Context: an optimization exercise on an open-source flow, tuned for small area, a short achievable clock period and few clock cycles per item. The choices shown serve that exercise and are no tape-out recipe. The RTL was checked by simulation tests, not by an equivalence proof against the original design. No activity file was given, so power comes from the tool's default toggle rates.

==> run M: inputs <==
==> flow/design.v (excerpt) <==
module cache_l1_top (
  input  logic                     clk,
  input  logic                     reset,
  input  logic                     cpu_req,
  input  logic                     cpu_we,
  input  logic [24-1:0] cpu_addr,
  input  logic [7:0]               cpu_wdata,
  output logic                     cpu_ack,
  output logic [7:0]               cpu_rdata,
  output logic                     mem_req,
  output logic                     mem_we,
  output logic [24-1:0] mem_addr,
  output logic [32-1:0] mem_wdata,
  input  logic                     mem_ack,
  input  logic [32-1:0] mem_rdata
);
export LEC_CHECK = 0
export CAP_MARGIN = 20
export CORE_MARGIN = 2
export CORE_UTILIZATION = 40
export CTS_CLUSTER_DIAMETER = 65
export CTS_CLUSTER_SIZE = 26
export PLACE_DENSITY = 0.75
export SLEW_MARGIN = 20
export TNS_END_PERCENT = 20
create_clock -name core_clock -period 12.0 [get_ports {clk}]
standard.sh (not shown) runs the stock make flow with config.mk's settings and CLKGATE_MAP_FILE= SYNTH_SCRIPT=/design/flow/synth_recipe.tcl, a recipe that flattens the netlist after the stock synthesis.
==> flow/flow/run.sh <==
#!/bin/bash
set -o pipefail
bash standard.sh SETUP_SLACK_MARGIN=7.6 "BUFFER_PORTS_ARGS=-buffer_cell sky130_fd_sc_hd__buf_4" finish > standard.log 2>&1
==> inputs of run R, as changes to run M <==
==> flow/design.v (replaced) <==
package addr_pkg;
  typedef union packed {
    logic [24-1:0] word;
    struct packed {
      logic [18-1:0]    tag;
      logic [4-1:0]  index;
      logic [2-1:0] offset;
    } f;
  } cache_addr_u;
endpackage
package line_pkg;
  typedef union packed {
    logic [32-1:0]         word;
    logic [(32/8)-1:0][7:0] bytes;   
  } cache_line_u;
endpackage
module cache_l1_top #(
  parameter bit REGIN = 1'b0
) (
  input  logic                     clk,
  input  logic                     reset,
  input  logic                     cpu_req,
  input  logic                     cpu_we,
  input  logic [24-1:0] cpu_addr,
  input  logic [7:0]               cpu_wdata,
  output logic                     cpu_ack,
  output logic [7:0]               cpu_rdata,
  output logic                     mem_req,
  output logic                     mem_we,
  output logic [24-1:0] mem_addr,
  output logic [32-1:0] mem_wdata,
  input  logic                     mem_ack,
  input  logic [32-1:0] mem_rdata
);
  localparam int SETS = 1 << 4;
  localparam int WAYS = 4;
  localparam int TW   = 18;
  localparam int IW   = 4;
  localparam int LW   = 32;
  localparam int UW   = 3;
  function automatic logic gt3(input logic [2:0] a, input logic [2:0] b);
    gt3 = (a[2] & ~b[2]) |
          ((a[2] | ~b[2]) & ((a[1] & ~b[1]) | ((a[1] | ~b[1]) & a[0] & ~b[0])));
  endfunction
  function automatic logic [2:0] sat_inc(input logic [2:0] c);
    sat_inc = {c[2] | (c[1] & c[0]),
               (c[1] & ~c[0]) | (c[0] & (~c[1] | c[2])),
               ~c[0] | (c[2] & c[1])};
  endfunction
  localparam logic [2:0] S_IDLE  = 3'd0;   
  localparam logic [2:0] S_LOOK  = 3'd1;   
  localparam logic [2:0] S_WB    = 3'd2;   
  localparam logic [2:0] S_WBREL = 3'd3;   
  localparam logic [2:0] S_FILL  = 3'd4;   
  localparam logic [2:0] S_DONE  = 3'd5;   
  localparam logic [2:0] S_MWAIT = 3'd6;   
  logic [2:0] state;
  logic [TW-1:0] tag_q   [SETS][WAYS];
  logic [LW-1:0] data_q  [SETS][WAYS];
  logic [UW-1:0] cnt_q   [SETS][WAYS];
  logic          dirty_q [SETS][WAYS];
  logic [TW-1:0] a_tag;
  logic [IW-1:0] a_idx;
  logic [1:0]    a_off;
  logic          a_we;
  logic [7:0]    a_wdata;
  logic          look;   
  if (REGIN) begin : g_regin
    logic [24-1:0] r_addr;
    logic                     r_we;
    logic [7:0]               r_wdata;
    always_ff @(posedge clk) begin
      if (state == S_IDLE) begin
        r_addr <= cpu_addr;
        r_we <= cpu_we;
        r_wdata <= cpu_wdata;
      end
    end
    assign a_tag = r_addr[23:6];
    assign a_idx = r_addr[5:2];
    assign a_off = r_addr[1:0];
    assign a_we = r_we;
    assign a_wdata = r_wdata;
    assign look = (state == S_LOOK);
  end else begin : g_direct
    assign a_tag = cpu_addr[23:6];
    assign a_idx = cpu_addr[5:2];
    assign a_off = cpu_addr[1:0];
    assign a_we = cpu_we;
    assign a_wdata = cpu_wdata;
    assign look = (state == S_IDLE) && cpu_req;
  end
  logic look_state;
  assign look_state = REGIN ? (state == S_LOOK) : (state == S_IDLE);
  logic [TW-1:0]   r_tag  [WAYS];
  logic [LW-1:0]   r_line [WAYS];
  logic [UW-1:0]   r_cnt  [WAYS];
  logic [WAYS-1:0] hit_w;
  logic            hit;
  logic [3:0]      lo_oh;
  logic [TW-1:0]   c_tag [4][WAYS];   
  logic [UW-1:0]   c_cnt [4][WAYS];   
  logic [WAYS-1:0] match [4];
  assign lo_oh = 4'(1) << a_idx[1:0];
  logic [LW-1:0]   c_line [4][WAYS];   
  logic [3:0]      off_oh;
  logic [7:0]      r_byte [WAYS];       
  assign off_oh = 4'(1) << a_off;
  for (genvar j = 0; j < 4; j++) begin : g_cand
    for (genvar w = 0; w < WAYS; w++) begin : g_way
      assign c_line[j][w] = data_q[{a_idx[3:2], 2'(j)}][w];
      assign c_tag[j][w] = tag_q[{a_idx[3:2], 2'(j)}][w];
      assign c_cnt[j][w] = cnt_q[{a_idx[3:2], 2'(j)}][w];
      assign match[j][w] = (c_cnt[j][w] != '0) && (c_tag[j][w] == a_tag);
    end
  end
  always_comb begin
    hit_w = '0;
    for (int w = 0; w < WAYS; w++) begin
      r_tag[w] = '0;
      r_cnt[w] = '0;
      for (int j = 0; j < 4; j++) begin
        if (lo_oh[j]) begin
          r_tag[w] = r_tag[w] | c_tag[j][w];
          r_cnt[w] = r_cnt[w] | c_cnt[j][w];
        end
      end
      r_line[w] = '0;
      r_byte[w] = '0;
      for (int j = 0; j < 4; j++) begin
        if (lo_oh[j]) r_line[w] = r_line[w] | c_line[j][w];
        for (int o = 0; o < 4; o++) begin
          if (lo_oh[j] && off_oh[o]) r_byte[w] = r_byte[w] | c_line[j][w][8*o +: 8];
        end
      end
    end
    for (int j = 0; j < 4; j++) begin
      hit_w = hit_w | (match[j] & {WAYS{lo_oh[j]}});
    end
  end
  assign hit = |hit_w;
  logic [UW-1:0] cnt_nx   [SETS][WAYS];
  logic          dirty_nx [SETS][WAYS];
  logic [1:0]    vict_q   [SETS];   
  logic          vict_d_q [SETS];   
  for (genvar s = 0; s < SETS; s++) begin : g_vict
    logic [1:0] v;
    logic       vd;
    always_comb begin
      logic [UW-1:0] c0, c1, c2, c3, min_lo, min_hi;
      logic          pick_1, pick_3, hi;
      c0 = cnt_nx[s][0];
      c1 = cnt_nx[s][1];
      c2 = cnt_nx[s][2];
      c3 = cnt_nx[s][3];
      pick_1 = gt3(c0, c1);
      min_lo = pick_1 ? c1 : c0;
      pick_3 = gt3(c2, c3);
      min_hi = pick_3 ? c3 : c2;
      hi = gt3(min_lo, min_hi);
      v = {hi, hi ? pick_3 : pick_1};
      vd = dirty_nx[s][v] && (cnt_nx[s][v] != '0);
    end
    always_ff @(posedge clk or posedge reset) begin
      if (reset) begin
        vict_q[s] <= '0;   
        vict_d_q[s] <= 1'b0;
      end else begin
        vict_q[s] <= v;
        vict_d_q[s] <= vd;
      end
    end
  end
  logic [WAYS-1:0] v_oh;
  logic [1:0]      victim;
  logic            v_dirty;
  logic [TW-1:0]   v_tag;
  logic [LW-1:0]   v_line;
  always_comb begin
    victim = vict_q[a_idx];
    v_dirty = vict_d_q[a_idx];
    v_oh = WAYS'(1) << victim;
    v_tag = '0;
    v_line = '0;
    for (int w = 0; w < WAYS; w++) begin
      if (v_oh[w]) begin
        v_tag = v_tag | r_tag[w];
        v_line = v_line | r_line[w];
      end
    end
  end
  logic [1:0]    hit_way;
  logic [7:0]    hit_byte;
  logic [UW-1:0] hit_cnt;
  always_comb begin
    hit_way = '0;
    hit_byte = '0;
    hit_cnt = '0;
    for (int w = 0; w < WAYS; w++) begin
      if (hit_w[w]) begin
        hit_way = hit_way | 2'(w);
        hit_byte = hit_byte | (a_we ? a_wdata : r_byte[w]);
        hit_cnt = hit_cnt | sat_inc(r_cnt[w]);
      end
    end
  end
  logic [IW-1:0] idx_q;
  logic [1:0]    way_q;
  logic [1:0]    off_q;
  logic          we_q;
  logic [7:0]    wdata_q;
  logic [UW-1:0] cnt_new_q;
  logic          upd_q;   
  always_ff @(posedge clk) begin
    if (look_state) begin
      idx_q <= a_idx;
      way_q <= hit ? hit_way : victim;
      off_q <= a_off;
      we_q <= a_we;
      wdata_q <= a_wdata;
      cnt_new_q <= hit_cnt;
    end
  end
  always_ff @(posedge clk or posedge reset) begin
    if (reset) begin
      state <= S_IDLE;
      cpu_ack <= 1'b0;
      mem_req <= 1'b0;
      upd_q <= 1'b0;
    end else begin
      upd_q <= 1'b0;
      case (state)
        S_IDLE: begin
          if (cpu_req) begin
            if (REGIN) begin
              state <= S_LOOK;
            end else if (hit) begin
              cpu_ack <= 1'b1;
              upd_q <= 1'b1;
              state <= S_DONE;
            end else begin
              mem_req <= !mem_ack;
              state <= mem_ack ? S_MWAIT : v_dirty ? S_WB : S_FILL;
            end
          end
        end
        S_LOOK: begin
          if (hit) begin
            cpu_ack <= 1'b1;
            upd_q <= 1'b1;
            state <= S_DONE;
          end else begin
            mem_req <= !mem_ack;
            state <= mem_ack ? S_MWAIT : v_dirty ? S_WB : S_FILL;
          end
        end
        S_MWAIT: begin
          if (!mem_ack) begin
            mem_req <= 1'b1;
            state <= mem_we ? S_WB : S_FILL;
          end
        end
        S_WB: begin
          if (mem_ack) begin
            mem_req <= 1'b0;
            state <= S_WBREL;
          end
        end
        S_WBREL: begin
          if (!mem_ack) begin
            mem_req <= 1'b1;
            state <= S_FILL;
          end
        end
        S_FILL: begin
          if (mem_ack) begin
            mem_req <= 1'b0;
            cpu_ack <= 1'b1;
            state <= S_DONE;
          end
        end
        S_DONE: begin
          if (!cpu_req) begin
            cpu_ack <= 1'b0;
            state <= S_IDLE;
          end
        end
        default: state <= S_IDLE;
      endcase
    end
  end
  logic wb_sel;
  assign wb_sel = v_dirty && (state == S_IDLE || state == S_LOOK ||
                              state == S_MWAIT || state == S_WB);
  always_ff @(posedge clk) begin
    mem_we <= wb_sel;
    mem_addr <= {wb_sel ? v_tag : a_tag, a_idx, 2'b00};
    mem_wdata <= v_line;
  end
  always_ff @(posedge clk or posedge reset) begin
    if (reset) begin
      cpu_rdata <= '0;
    end else if (look_state) begin
      cpu_rdata <= hit_byte;
    end else if (state == S_FILL) begin
      cpu_rdata <= we_q ? wdata_q : mem_rdata[8*off_q +: 8];
    end
  end
  logic fill;
  assign fill = (state == S_FILL);
  logic [LW-1:0] wline;
  logic [3:0]    wbyte_en;
  logic [UW-1:0] wcnt;
  always_comb begin
    for (int b = 0; b < 4; b++) begin
      if (fill && !(we_q && off_q == 2'(b))) wline[8*b +: 8] = mem_rdata[8*b +: 8];
      else wline[8*b +: 8] = wdata_q;
      wbyte_en[b] = fill || (upd_q && we_q && off_q == 2'(b));
    end
    wcnt = fill ? UW'(1) : cnt_new_q;
  end
  for (genvar s = 0; s < SETS; s++) begin : g_set
    for (genvar w = 0; w < WAYS; w++) begin : g_way
      logic sel;
      assign sel = (idx_q == IW'(s)) && (way_q == 2'(w));
      assign cnt_nx[s][w] = (sel && (fill || upd_q)) ? wcnt : cnt_q[s][w];
      assign dirty_nx[s][w] = (sel && (fill || (upd_q && we_q))) ? we_q : dirty_q[s][w];
      always_ff @(posedge clk or posedge reset) begin
        if (reset) cnt_q[s][w] <= '0;   
        else cnt_q[s][w] <= cnt_nx[s][w];
      end
      always_ff @(posedge clk) begin
        if (sel && fill) tag_q[s][w] <= a_tag;
        dirty_q[s][w] <= dirty_nx[s][w];
        for (int b = 0; b < 4; b++) begin
          if (sel && wbyte_en[b]) data_q[s][w][8*b +: 8] <= wline[8*b +: 8];
        end
      end
    end
  end
endmodule
==> flow/flow/run.sh (replaced) <==
#!/bin/bash
set -o pipefail
bash standard.sh SETUP_SLACK_MARGIN=7.4 "BUFFER_PORTS_ARGS=-buffer_cell sky130_fd_sc_hd__buf_4" finish > standard.log 2>&1
- CTS_CLUSTER_DIAMETER: 65 -> 60
- CTS_CLUSTER_SIZE: 26 -> 22
- PLACE_DENSITY: 0.75 -> unset
==> summary of the runs <==
- Run M finished clean. Run R finished clean.
- Of run M and run R, run R has the higher core utilization (gap 0.28 points).
- Between run M and run R, the lower hold slack is in run R (gap 0.0093 ns).
- Of run R and run M, run M has the higher via count (gap 3.3%, measured against run M).
- Flip-flop and latch count: run R is lower than run M (37).
- First-iteration DRC count: run M is larger than run R (about 20%).
- Register-to-register slack: run M is higher than run R (0.12 ns).
- Of run M and run R, run M has the higher sequential share of layout area (gap 0.60 points).
==> figures <==
item	run M	run R
Status	timing/DRC/antenna clean	timing/DRC/antenna clean
Max VDD drop	0.189 mV	0.228 mV
CP max FO	9	10
Post-synthesis mux area share	17.4%	18.7%
Fraction of power spent switching nets	32.0%	31.5%
Multi-In Gates	3,765	3,590
Worst Setup Slack post-DPL	4.61 ns	3.51 ns
Buffers inserted during post-CTS setup optimization	55	41
Sequential cell count	3,630	3,593
Worst hold path endpoint	dirty_q[3]	dirty_q[48]
Fin area	169,000 µm²	169,000 µm²
Post_cts resized	192	289
Number of warnings reported in the yosys synthesis log	19	17
Effective utilization at floorplan	40.1%	40.2%
Synthesized-area fraction occupied by adder cells	0.579%	0.367%
Share of the synthesized netlist area taken by xor and xnor gates	1.66%	1.69%
Testbench counts of run M, summed over its fixed seeds: cycles 68,342, accesses 24,000.
Testbench counts of run R, summed over its fixed seeds: cycles 68,342, accesses 24,000.

-- port drivers added, routing unchanged --
Ports are ideal in the flow. The routed layouts listed here were re-timed in OpenROAD. Step 1, drivers: a clkbuf_16 drives clk and a buf_2 each remaining input, both assumed. Step 2 moves the port delays by t, midway between the first and last clock arrival at a register: inputs arrive t later, outputs are due t later. That takes back most of the time a late clock gives input paths. a / b / c = ideal / step 1 / step 2; a / b = the first two.
run | shift t [ns] | slack for setup (ns) | clock arrival spread, ns | pins driven straight from the clock port
run M | 1.028 | 7.388 / 6.949 / 5.921 | 0.124 / 0.125 | 1
run R | 1.014 | 7.126 / 6.815 / 5.802 | 0.079 / 0.079 | 1
After both steps setup and hold are still met in every run listed. The setup slack of run M, which loses most, moves by -0.439 ns with the drivers and by -1.467 ns with both steps.
